Background: an optimization exercise with open tools, aiming at small area and a short achievable clock period. Do not read the settings as production practice. Only simulation tests tie the RTL to the original design; equivalence was not proved. No activity file was given, so power comes from the tool's default toggle rates.

// osd_text_overlay
module osd_text_overlay #(
  parameter logic [9:0]  X0       = 10'd32,
  parameter logic [8:0]  Y0       = 9'd96,
  parameter logic [14:0] FG_COLOR = 15'h7FE0
) (
  input  logic       clk,
  input  logic       res,
  input  logic       ce,
  input  logic [9:0] osd_hcnt,
  input  logic [8:0] osd_vcnt,
  input  logic       osd_paper,
  input  logic       osd_blink,
  input  logic [4:0] in_red,
  input  logic [4:0] in_grn,
  input  logic [4:0] in_blu,
  input  logic       wr,
  input  logic       ctrl_wr,
  input  logic [7:0] addr,
  input  logic [7:0] d,
  input  logic [7:0] font_data,
  output logic [9:0] font_addr,
  output logic [4:0] out_red,
  output logic [4:0] out_grn,
  output logic [4:0] out_blu,
  output logic       busy
);
  localparam int KA = 6;               
  localparam logic [7:0] C_BLANK = 8'h20;
  function automatic logic [7:0] phys(input logic [7:0] a);
    phys = {a[4:2] + 3'd1, a[1:0], ~a[7], a[6:5]};
  endfunction
  logic [7:0] mem [0:255];
  logic       busy_q, busy_o_q, en_q;
  logic [7:0] cnt_q;
  ...
==> module osd_text_overlay, before the edit <==
module osd_text_overlay #(
  parameter logic [9:0]  X0       = 10'd32,
  parameter logic [8:0]  Y0       = 9'd96,
  parameter logic [14:0] FG_COLOR = 15'h7FE0
) (
  input  logic       clk,
  input  logic       res,
  input  logic       ce,
  input  logic [9:0] osd_hcnt,
  input  logic [8:0] osd_vcnt,
  input  logic       osd_paper,
  input  logic       osd_blink,
  input  logic [4:0] in_red,
  input  logic [4:0] in_grn,
  input  logic [4:0] in_blu,
  input  logic       wr,
  input  logic       ctrl_wr,
  input  logic [7:0] addr,
  input  logic [7:0] d,
  input  logic [7:0] font_data,
  output logic [9:0] font_addr,
  output logic [4:0] out_red,
  output logic [4:0] out_grn,
  output logic [4:0] out_blu,
  output logic       busy
);
  localparam int KA = 6;               
  localparam logic [7:0] C_BLANK = 8'h20;
  function automatic logic [7:0] phys(input logic [7:0] a);
    phys = {a[4:2] + 3'd1, a[1:0], ~a[7], a[6:5]};
  endfunction
  logic [7:0] mem [0:255];
  logic       busy_q, busy_o_q, en_q;
  logic [7:0] cnt_q;
  logic [15:0] wb_hi_n_q, wb_lo_n_q;
  logic [7:0]  wb_d_q;
  logic [7:0]      part_q [0:3];
  logic [7-KA:0]   rhi_q;
  logic            byp_q;
  logic [7:0]      byp_d_q;
  logic            ce_d_q;
  logic [7:0]      c_hold_q;
  logic [7:0]      w_c_new;
  logic        v1_q, v2_q;
  logic        hit1_q, blink1_q;
  logic [2:0]  bit1_q, line1_q;
  logic [14:0] rgb1_q;
  logic        hit2_q, inv2_q;
  logic [7:0]  sel2_q;
  logic [14:0] rgb2_q;
  logic [9:0]  font_addr_q;
  logic [14:0] out_q;
  logic [9:0] w_dx;
  logic [8:0] w_dy;
  logic       w_hit;
  logic [7:0] w_pa;
  logic [7:0] w_wa;
  logic       w_we;
  logic [7:0] w_c;
  logic       w_raw;
  logic [14:0] w_dim, w_on, w_off;
  assign w_dx  = osd_hcnt - X0;
  assign w_dy  = osd_vcnt - Y0;
  assign w_hit = osd_paper & en_q & (w_dx[9:8] == 2'b00) & (w_dy[8:6] == 3'b000);
  assign w_pa  = {osd_hcnt[7:3], osd_vcnt[5:3]};
  assign w_we = busy_q | wr;
  assign w_wa = phys(busy_q ? cnt_q : addr);
  always_ff @(posedge clk) begin
    wb_hi_n_q <= ~({15'd0, w_we} << w_wa[7:4]);
    wb_lo_n_q <= ~(16'd1 << w_wa[3:0]);
    wb_d_q  <= busy_q ? C_BLANK : d;
    for (int i = 0; i < 256; i++) begin
      if (!(wb_hi_n_q[i >> 4] || wb_lo_n_q[i & 15])) begin
        mem[i] <= wb_d_q;
      end
    end
    for (int g = 0; g < 4; g++) begin
      part_q[g] <= w_part[g];
    end
    rhi_q   <= w_pa[7:KA];
    byp_q   <= !(wb_hi_n_q[w_pa[7:4]] || wb_lo_n_q[w_pa[3:0]]);
    byp_d_q <= wb_d_q;
    ce_d_q  <= ce;
    if (ce_d_q) begin
      c_hold_q <= w_c_new;
    end
  end
  logic [7:0] w_v_oh, w_h_oh;
  logic [7:0] w_part [0:3];
  assign w_v_oh = 8'd1 << w_pa[2:0];
  assign w_h_oh = 8'd1 << w_pa[5:3];
  for (genvar g = 0; g < 4; g++) begin : g_grp
    for (genvar b = 0; b < 8; b++) begin : g_bit
      logic [7:0] t;
      for (genvar j = 0; j < 8; j++) begin : g_run
        logic [7:0] m;
        for (genvar i = 0; i < 8; i++) begin : g_ent
          assign m[i] = mem[g * 64 + j * 8 + i][b];
        end
        osd_aoi8 u_v (.d(m), .s(w_v_oh), .y(t[j]));
      end
      osd_aoi8 u_h (.d(t), .s(w_h_oh), .y(w_part[g][b]));
    end
  end
  assign w_c_new = byp_q ? byp_d_q : part_q[rhi_q];
  assign w_c     = ce_d_q ? w_c_new : c_hold_q;
  always_ff @(posedge clk or posedge res) begin
    if (res) begin
      busy_q   <= 1'b0;
      busy_o_q <= 1'b0;
      cnt_q    <= 8'd0;
      en_q     <= 1'b0;
    end else begin
      if (ctrl_wr) begin
        en_q <= d[0];
      end
      if (ctrl_wr && d[1]) begin
        busy_q   <= 1'b1;
        busy_o_q <= 1'b1;
        cnt_q    <= 8'd0;
      end else if (busy_q) begin
        if (cnt_q == 8'hFF) begin
          busy_q   <= 1'b0;
          busy_o_q <= 1'b0;
        end
        cnt_q <= cnt_q + 8'd1;
      end
    end
  end
  always_ff @(posedge clk) begin
    if (ce) begin
      hit1_q   <= w_hit;
      bit1_q   <= w_dx[2:0];
      line1_q  <= w_dy[2:0];
      blink1_q <= osd_blink;
      rgb1_q   <= {in_red, in_grn, in_blu};
      inv2_q   <= w_c[7] & blink1_q;
      hit2_q   <= hit1_q;
      sel2_q   <= 8'h80 >> bit1_q;
      rgb2_q   <= rgb1_q;
    end
  end
  assign w_raw = |(font_data & sel2_q);
  assign w_dim = {1'b0, rgb2_q[14:11], 1'b0, rgb2_q[9:6], 1'b0, rgb2_q[4:1]};
  assign w_on  = !v2_q ? 15'd0 : !hit2_q ? rgb2_q : (inv2_q ? w_dim : FG_COLOR);
  assign w_off = !v2_q ? 15'd0 : !hit2_q ? rgb2_q : (inv2_q ? FG_COLOR : w_dim);
  always_ff @(posedge clk or posedge res) begin
    if (res) begin
      v1_q        <= 1'b0;
      v2_q        <= 1'b0;
      font_addr_q <= 10'd0;
      out_q       <= 15'd0;
    end else if (ce) begin
      v1_q        <= 1'b1;
      v2_q        <= v1_q;
      font_addr_q <= {w_c[6:0], line1_q};
      out_q       <= w_raw ? w_on : w_off;
    end
  end
  assign font_addr = font_addr_q;
  assign out_red   = out_q[14:10];
  assign out_grn   = out_q[9:5];
  assign out_blu   = out_q[4:0];
  assign busy      = busy_o_q;
endmodule
Settings: LEC_CHECK=0, CAP_MARGIN=30, CORE_MARGIN=2, CORE_UTILIZATION=40, CTS_CLUSTER_DIAMETER=60, CTS_CLUSTER_SIZE=24, SETUP_SLACK_MARGIN=2.0, SLEW_MARGIN=20, SYNTH_HIERARCHICAL=1, TNS_END_PERCENT=20; clock period 4.0 ns.
run.sh (not shown) runs the stock make flow with config.mk's settings and CLKGATE_MAP_FILE= SYNTH_SCRIPT=/design/flow/synth_recipe.tcl, a recipe that flattens the netlist after the stock synthesis.
The first run went through all stages and came out clean.
Change:
--- a/flow/design.v
+++ b/flow/design.v
@@ -86,11 +86,11 @@
       c_hold_q <= w_c_new;
     end
   end
-  logic [7:0] w_v_oh, w_h_oh;
   logic [7:0] w_part [0:3];
-  assign w_v_oh = 8'd1 << w_pa[2:0];
-  assign w_h_oh = 8'd1 << w_pa[5:3];
   for (genvar g = 0; g < 4; g++) begin : g_grp
+    logic [7:0] w_v_oh, w_h_oh;
+    osd_dec3 u_vd (.a(w_pa[2:0]), .y(w_v_oh));
+    osd_dec3 u_hd (.a(w_pa[5:3]), .y(w_h_oh));
     for (genvar b = 0; b < 8; b++) begin : g_bit
       logic [7:0] t;
       for (genvar j = 0; j < 8; j++) begin : g_run
@@ -164,6 +164,12 @@
   assign out_blu   = out_q[4:0];
   assign busy      = busy_o_q;
 endmodule
+module osd_dec3 (
+  input  logic [2:0] a,
+  output logic [7:0] y
+);
+  assign y = 8'd1 << a;
+endmodule
 module osd_aoi8 (
   input  logic [7:0] d,
   input  logic [7:0] s,
What happened:
- The new run went through all stages and came out clean
- wire length drops slightly
- worst setup slack improved by 0.0092 ns
- die area is higher slightly
- utilization is about the same
- clock power goes up by a few percent
- clock-buffer cell count came out higher by 11
- clock skew grows by 0.0034 ns
- design area goes up slightly

-- separate check: timing with driven ports --
Ports are ideal in the flow. The routed layouts listed here were re-timed in OpenROAD. Step 1 (the two cells are an assumption about what drives the block):
set clk [get_ports {clk}]
set_driving_cell -lib_cell sky130_fd_sc_hd__clkbuf_16 $clk
set_driving_cell -lib_cell sky130_fd_sc_hd__buf_2 [delete_from_list [all_inputs] $clk]
Step 2 moves the port delays by t, midway between the first and last clock arrival at a register: inputs arrive t later, outputs are due t later. That takes back most of the time a late clock gives input paths. a / b / c = ideal ports / drivers / drivers and shift; a / b = the first two.
run | t (ns) | setup slack, ns | worst setup path after step 2 | slew at the worst register clock pin (ns) | worst slew at a driven data input, ns
the first run | 0.878 | 1.844 / 1.760 / 1.006 | input to register | 0.10 / 0.10 | 0.11
the second run | 0.871 | 1.853 / 1.776 / 0.987 | input to register | 0.10 / 0.10 | 0.12
After both steps every run listed still meets setup and hold. The setup slack of the second run, which loses most, moves by -0.077 ns with the drivers and by -0.866 ns with both steps.
